Context: an optimization exercise on an open-source flow, tuned for small area, a short achievable clock period and few clock cycles per item. The choices shown serve that exercise and are no tape-out recipe.
Function was checked by simulation only, so behaviour that the tests miss may differ from the original.
Power and IR drop assume default switching activity.

// argb_unpremultiply
module argb_unpremultiply (
    input  logic                             i_clk,
    input  logic                             i_rst_n,
    input  logic                             start,
    output logic                             busy,
    input  logic [aup_pkg::CHAN_W-1:0]       i_in_blue,
    input  logic [aup_pkg::CHAN_W-1:0]       i_in_green,
    input  logic [aup_pkg::CHAN_W-1:0]       i_in_red,
    input  logic [aup_pkg::CHAN_W-1:0]       i_in_alpha,
    output logic                             o_strobe,
    output logic [aup_pkg::CHAN_W-1:0]       o_out_red,
    output logic [aup_pkg::CHAN_W-1:0]       o_out_green,
    output logic [aup_pkg::CHAN_W-1:0]       o_out_blue,
    output logic [aup_pkg::CHAN_W-1:0]       o_out_alpha,
    output logic                             o_bad_premul
);
    logic [N_STAGE:0]                r_vld;
    logic [N_STAGE-1:0][CHAN_W-1:0]  r_alpha;
    logic [7:0] w_q_red, w_q_green, w_q_blue;
    logic [7:0] w_c_red, w_c_green, w_c_blue;
    logic       w_ov_red, w_ov_green, w_ov_blue;
    logic       w_zero;
    assign busy = 1'b0;
    always_ff @(posedge i_clk) begin
        if (!i_rst_n) begin
            r_vld <= '0;
        end else begin
            r_vld <= {r_vld[N_STAGE-1:0], start};
        end
    end
    always_ff @(posedge i_clk) begin
        r_alpha[0] <= i_in_alpha;
        for (int k = 1; k < N_STAGE; k++) begin
            r_alpha[k] <= r_alpha[k-1];
        end
    end
    aup_lane u_red (
        .i_clk   (i_clk),
        .i_chan  (i_in_red),
        .i_alpha_s0 (r_alpha[0]),
        .i_alpha_s1 (r_alpha[1]),
        .i_alpha_s2 (r_alpha[2]),
        .i_alpha_s3 (r_alpha[3]),
        .i_alpha_s4 (r_alpha[4]),
        .i_alpha_s5 (r_alpha[5]),
        .i_alpha_s6 (r_alpha[6]),
  ...
For scale: ~2600 cells after synthesis, roughly 490 flip-flops, ~70 I/O pins.
==> flow/config.mk <==
export PLATFORM = sky130hd
export DESIGN_NAME = argb_unpremultiply
export DESIGN_NICKNAME = argb_unpremultiply
export VERILOG_FILES = /design/flow/design.v
export SDC_FILE = /design/flow/constraint.sdc
export NUM_CORES = 4
export LEC_CHECK = 0
export CAP_MARGIN = 20
export CORE_MARGIN = 2
export CORE_UTILIZATION = 40
export CTS_CLUSTER_DIAMETER = 100
export CTS_CLUSTER_SIZE = 25
export SETUP_SLACK_MARGIN = 2.6
export SLEW_MARGIN = 20
==> flow/constraint.sdc <==
create_clock -name core_clock -period 4.5 [get_ports {i_clk}]
set_input_delay 0.9000 -clock core_clock [delete_from_list [all_inputs] [get_ports {i_clk}]]
set_output_delay 0.9000 -clock core_clock [all_outputs]
set_load 0.01 [all_outputs]
standard.sh (not shown) runs the stock make flow with config.mk's settings and CLKGATE_MAP_FILE= SYNTH_SCRIPT=/design/flow/synth_recipe.tcl, a recipe that flattens the netlist after the stock synthesis.
==> flow/flow/run.sh <==
#!/bin/bash
# The standard layout, with two synthesis changes: adders are left to ABC
# (no fa/ha cell mapping), and ABC maps for delay with flow/abc.script; and
# the clock tree built with one level of sink clusters.
set -euo pipefail
export MY_ABC_SCRIPT=$PWD/flow/abc.script
bash standard.sh ADDER_MAP_FILE= SYNTH_SCRIPT=$PWD/flow/my_synth.tcl \
  "CTS_ARGS=-sink_clustering_enable -repair_clock_nets -sink_clustering_size 25 -sink_clustering_max_diameter 100 -balance_levels -num_static_layers 0 -branching_point_buffers_distance 2000 -distance_between_buffers 2000" \
  finish > standard_flow.log 2>&1
==> flow/flow/abc.script <==
strash
dch
map -D 900
topo
stime -c
buffer -c
upsize -c
dnsize -c
==> flow/flow/my_synth.tcl <==
# The standard flow's synthesis script (synth_recipe.tcl), with ABC run on flow/abc.script
proc synth {args} { yosys synth -nofsm -noshare {*}$args }
proc abc {args} {
  set i [lsearch -exact $args -script]
  if { $i >= 0 } { lset args [expr {$i + 1}] $::env(MY_ABC_SCRIPT) }
  yosys abc {*}$args
}
source $::env(SCRIPTS_DIR)/synth.tcl
# left out here: clear keep_hierarchy, flatten, clean up, hide names made inside functions, write 1_2_yosys.v
The first run finished with timing, DRC and antenna clean.
Testbench counts at the start, summed over its fixed seeds: cycles 18,048, items 18,000.
==> next run, changes <==
--- a/flow/flow/run.sh
+++ b/flow/flow/run.sh
@@ -8 +8 @@
-  "CTS_ARGS=-sink_clustering_enable -repair_clock_nets -sink_clustering_size 25 -sink_clustering_max_diameter 100 -balance_levels -num_static_layers 0 -branching_point_buffers_distance 2000 -distance_between_buffers 2000" \
+  "CTS_ARGS=-sink_clustering_enable -repair_clock_nets -sink_clustering_size 25 -sink_clustering_max_diameter 100 -sink_clustering_levels 1" \
Result: Routed wire length is unchanged; core utilization is unchanged; synthesized cell count stays the same; design area is unchanged; worst hold slack stays the same; area after synthesis stays the same; total power is unchanged; clock-buffer cell count does not change; via count is unchanged; die area does not change.
==> next run, changes <==
==> flow/flow/run.sh (replaced) <==
#!/bin/bash
# The standard layout, with two synthesis changes: adders are left to ABC
# (no fa/ha cell mapping), and ABC maps for delay with flow/abc.script.
set -euo pipefail
export MY_ABC_SCRIPT=$PWD/flow/abc.script
bash standard.sh ADDER_MAP_FILE= SYNTH_SCRIPT=$PWD/flow/my_synth.tcl finish > standard_flow.log 2>&1
What happened:
- design area does not change
- count of clock-buffer cells in the layout stays the same
- global-route usage does not change
- cell count does not change
==> next run, changes <==
CORE_UTILIZATION = 60   (was 40)
Result:
- power stays flat
- first-iteration DRC count increases by 14%
- synthesized cell count does not change
- via count went up by about 2.2%
- final cell count falls by about 7%
- utilization went up by 23 points
- count of clock-buffer cells in the layout does not change
- hold slack stays flat
- flip-flop and latch count stays the same
==> next run, changes <==
==> flow/flow/abc.script (replaced) <==
strash
dch
map -D 900
strash
dch
map -D 900
topo
stime -c
buffer -c
upsize -c
dnsize -c
CORE_UTILIZATION = 40   (was 60)
- The new run ran to the end with no violations
- critical path depth stays the same
- sequential power is higher by about 0.8%
- routed wire length rose by 4.7%
- global-route usage goes down by 8.5 points
- power climbs by 6.8%
- die area rose by 52%
- cell area grows by 4.3%
- fmax decreases by 3.2%
- clock-buffer cell count went up by 1
- register-to-register slack barely changes
- worst hold slack is worse by 0.0032 ns

[what the ideal ports hide]
No port has a modelled driver above. Below, the same layouts with a new extraction and two added sets of constraints. Step 1 assumes that a clkbuf_16 drives the clock port and a buf_2 every other input. Step 2 also shifts input and output timing later by t, the mid clock arrival at the registers, as if the neighbouring blocks saw the same clock. a / b / c = ideal ports / drivers / drivers and shift; a / b = the first two.
| run | t (ns) | setup WS [ns] | worst register clock-pin slew, ns |
|---|---|---|---|
| the first run | 0.613 | 2.593 / 2.539 / 2.106 | 0.10 / 0.10 |
| the second run | 0.613 | 2.593 / 2.539 / 2.106 | 0.10 / 0.10 |
| the third run | 0.613 | 2.593 / 2.539 / 2.106 | 0.10 / 0.10 |
| the fourth run | 0.605 | 2.598 / 2.543 / 2.088 | 0.10 / 0.10 |
| the fifth run | 0.645 | 2.535 / 2.481 / 2.076 | 0.10 / 0.10 |
After both steps every run listed still meets setup and hold. The setup slack of the fourth run, which loses most, moves by -0.055 ns with the drivers and by -0.510 ns with both steps.
